What follows belongs to an exercise in optimizing a design on an open flow for small area; a production flow would make more cautious choices.
RTL that was checked went through simulation tests only; none was proved equivalent to the original.
No activity file was given, so power comes from the tool's default toggle rates.

==> run a: inputs <==
// low_band_energy_beat_detector_core
module low_band_energy_beat_detector_core
(
	input  logic                 clk,
	input  logic                 arst_n,
	input  logic                 cfg_we,
	input  logic [lbed_pkg::CFG_IDX_W-1:0] cfg_index,
	input  logic [lbed_pkg::CFG_W-1:0]     cfg_wdata,
	input  logic                 s_tvalid,
	output logic                 s_tready,
	input  logic [63:0]          s_tdata,    
	input  logic                 s_tlast,    
	output logic                 m_tvalid,
	input  logic                 m_tready,
	output logic [23:0]          m_tdata,    
	output logic                 m_tuser     
);
clock: 9.0 ns
lec_check: 0
cap_margin: 20
core_margin: 2
core_utilization: 40
place_density: 0.6
slew_margin: 20
run.sh (not shown) runs the stock make flow with config.mk's settings and CLKGATE_MAP_FILE= SYNTH_SCRIPT=/design/flow/synth_recipe.tcl, a recipe that flattens the netlist after the stock synthesis.
==> run b (differences from run a) <==
--- a/flow/design.v
+++ b/flow/design.v
@@ -136,21 +136,22 @@
 			r_in = 1'b0;
 		else if (state_q == ST_LOAD)
 			r_in = (p_q < P_TIM0) ? 1'b0 : (beat_out_q ? tbit : r0);
 		else
 			r_in = sum;
 	end
 	logic b_en, b_in, urule;
+	logic seen_q, just_q;
 	always_comb begin
-		if (w == k_q)
-			urule = 1'b1;
-		else if (w == k_q + 5'd1)
-			urule = ~sgn_q;
-		else if (w == k_q + 5'd2)
+		if (just_q)
 			urule = sgn_q;
+		else if (!seen_q && tap)
+			urule = ~sgn_q;
+		else if (!seen_q && b_q[1])
+			urule = 1'b1;
 		else
 			urule = tap;
 	end
 	always_comb begin
 		b_en = 1'b0;
 		b_in = tap;
 		unique case (state_q)
@@ -323,21 +324,28 @@
 						sgn_q <= ~sum;
 					end else begin
 						i_q <= i_q + 4'd1;
 					end
 				end
 				if (p_last)
 					upd_q <= 1'b0;
-				if (p_q >= P_CNT0 && p_q <= P_CNTL && (p_q - P_CNT0) == {3'b000, i_q})
+				if (p_q[6:4] == 3'b011 && p_q[3:2] != 2'b00 && p_q[3:0] == i_q + 4'd4)
 					m_q <= r0;
 				if (i_q == 4'd12 && p_q == P_TIM0)
 					m_q <= sat_q;
 			end
 			default: ;
 		endcase
+		if (p_q[6:5] != 2'd2) begin
+			seen_q <= 1'b0;
+			just_q <= 1'b0;
+		end else begin
+			just_q <= tap & ~seen_q;
+			seen_q <= seen_q | tap;
+		end
 		if (state_q == ST_LOAD && p_q == 7'd0) begin
 			beat_out_q  <= beat;
 			valid_out_q <= any_q;
 		end
 	end
 	assign m_tvalid = m_tvalid_q;
 	assign m_tdata  = {3'b000, prev_q & {LEVEL_W{valid_out_q}}, beat_out_q};
==> flow/flow/run.sh (new file) <==
#!/bin/bash
set -euo pipefail
export BUFFER_PORTS_ARGS="-buffer_cell sky130_fd_sc_hd__buf_1"
export CTS_ARGS="-sink_clustering_enable -repair_clock_nets -dont_use_dummy_load -buf_list {sky130_fd_sc_hd__clkbuf_4 sky130_fd_sc_hd__clkbuf_8} -sink_clustering_size 20 -sink_clustering_max_diameter 50"
bash standard.sh > standard_make.log 2>&1
==> flow/standard.sh (new file) <==
#!/bin/bash
# synth_recipe.tcl (not shown) runs the flow's synth.tcl, then flattens the netlist and writes it again
# the make line also repeats each setting of config.mk as NAME=value (left out here)
make -C /OpenROAD-flow-scripts/flow DESIGN_CONFIG=/design/flow/config.mk WORK_HOME=/design/flow/orfs CLKGATE_MAP_FILE= SYNTH_SCRIPT=/design/flow/synth_recipe.tcl "${@:-finish}"
==> flow/config.mk (replaced) <==
export PLATFORM = sky130hd
export DESIGN_NAME = low_band_energy_beat_detector_core
export DESIGN_NICKNAME = low_band_energy_beat_detector_core
export VERILOG_FILES = /design/flow/design.v
export SDC_FILE = /design/flow/constraint.sdc
export NUM_CORES = 4
export LEC_CHECK = 0
export CAP_MARGIN = 20
export CORE_MARGIN = 2
export CORE_UTILIZATION = 55
export PLACE_DENSITY = 0.7
export SLEW_MARGIN = 20
removed: flow/run.sh
==> comparison table <==
item	run a	run b
Status	finished clean	finished clean
Placement Rows	55	46
Total non-filler cell area in the finished layout	11400 um^2	9810 um^2
Vias after detailed routing	5886	5662
TritonCTS buffer count	24	22
Multiplexer fraction of the synthesized cell area	7.52%	7.44%
Total number of nets in the final design	950	908
Post-route non-filler standard cell count	1131	1007
Sequential share of power	43.7%	66.4%
Internal cell power	2210 uW	1340 uW
Dpl cell area	10500 um^2	9490 um^2
Total wire length	19.2 mm	17.4 mm
Comb_multi_in	427	396
Function not checked in run b: the RTL went through the layout flow alone.

========
==> trial 57 <==
low_band_energy_beat_detector_core with an RTL version that a note above also has.
Settings: LEC_CHECK=0, CAP_MARGIN=20, CORE_MARGIN=2, CORE_UTILIZATION=55, CTS_BUF_LIST=sky130_fd_sc_hd__clkbuf_4 sky130_fd_sc_hd__clkbuf_8, CTS_CLUSTER_DIAMETER=50, CTS_CLUSTER_SIZE=20, PLACE_DENSITY=0.7, SLEW_MARGIN=20; clock period 9.0 ns.
Stock flow here: none of the scripts above is used.
==> trial 34: changes against trial 57 <==
==> flow/flow/run.sh (new file) <==
#!/bin/bash
set -euo pipefail
export BUFFER_PORTS_ARGS="-buffer_cell sky130_fd_sc_hd__buf_1"
export CTS_ARGS="-sink_clustering_enable -repair_clock_nets -dont_use_dummy_load -buf_list {sky130_fd_sc_hd__clkbuf_2 sky130_fd_sc_hd__clkbuf_4} -sink_clustering_size 12 -sink_clustering_max_diameter 50"
bash standard.sh > standard_make.log 2>&1
==> flow/standard.sh (new file) <==
#!/bin/bash
# synth_recipe.tcl (not shown) runs the flow's synth.tcl, then flattens the netlist and writes it again
# the make line also repeats each setting of config.mk as NAME=value (left out here)
make -C /OpenROAD-flow-scripts/flow DESIGN_CONFIG=/design/flow/config.mk WORK_HOME=/design/flow/orfs CLKGATE_MAP_FILE= SYNTH_SCRIPT=/design/flow/synth_recipe.tcl "${@:-finish}"
--- a/flow/config.mk
+++ b/flow/config.mk
@@ -9,7 +9,4 @@
 export CORE_MARGIN = 2
 export CORE_UTILIZATION = 55
-export CTS_BUF_LIST = sky130_fd_sc_hd__clkbuf_4 sky130_fd_sc_hd__clkbuf_8
-export CTS_CLUSTER_DIAMETER = 50
-export CTS_CLUSTER_SIZE = 20
 export PLACE_DENSITY = 0.7
 export SLEW_MARGIN = 20
removed: flow/run.sh
==> flow_summary.ini <==
[route]
viasPerCell = 5.52
firstDrtPassIters = 6
vias = 5605
dr.first_iter.drc_count = 358

[power]
p_leak_nw = 3.85
p_comb_mw = 0.0626

[run_status]
status = timing/DRC/antenna clean
[end of results for trial 57]
==> flow_summary.ini <==
[run_status]
status = timing/DRC/antenna clean

[route]
firstDrtPassIters = 5
dr.first_iter.drc_count = 359

[power]
p_leak_nw = 3.46
p_comb_mw = 0.0383
[end of results for trial 34]
No functional check of the RTL was part of any run of this note.

==> port drivers added, routing unchanged <==
Ports are ideal in the flow. The routed layouts listed here were re-timed in OpenROAD. Step 1 sets driving cells, clkbuf_16 on the clock port and buf_2 on the other inputs (assumed; they add their load-dependent delay and slew). Step 2 adds t to the input delays and takes it off the output delays; t is the mean of the earliest and latest rising clock arrival at the registers after step 1. Input paths then give back, and output paths get back, about the clock's delay inside the block. a / b / c = no drivers / after step 1 / after step 2; a / b = the first two.
run | t, ns | slack for setup (ns) | hold WS [ns] | worst data-port slew with drivers (ns)
run a | 0.558 | 4.423 / 4.423 / 4.367 | 0.324 / 0.324 / 0.324 | 0.05
run b | 0.546 | 4.812 / 4.779 / 4.679 | 0.287 / 0.287 / 0.287 | 0.05
trial 57 | 0.554 | 4.414 / 4.375 / 4.370 | 0.323 / 0.323 / 0.323 | 0.06
trial 34 | 0.644 | 4.717 / 4.683 / 4.702 | 0.307 / 0.307 / 0.307 | 0.05
After both steps setup and hold are still met in every run listed. For run b, which loses most, drivers alone change the setup slack by -0.033 ns; drivers and shift together by -0.133 ns.
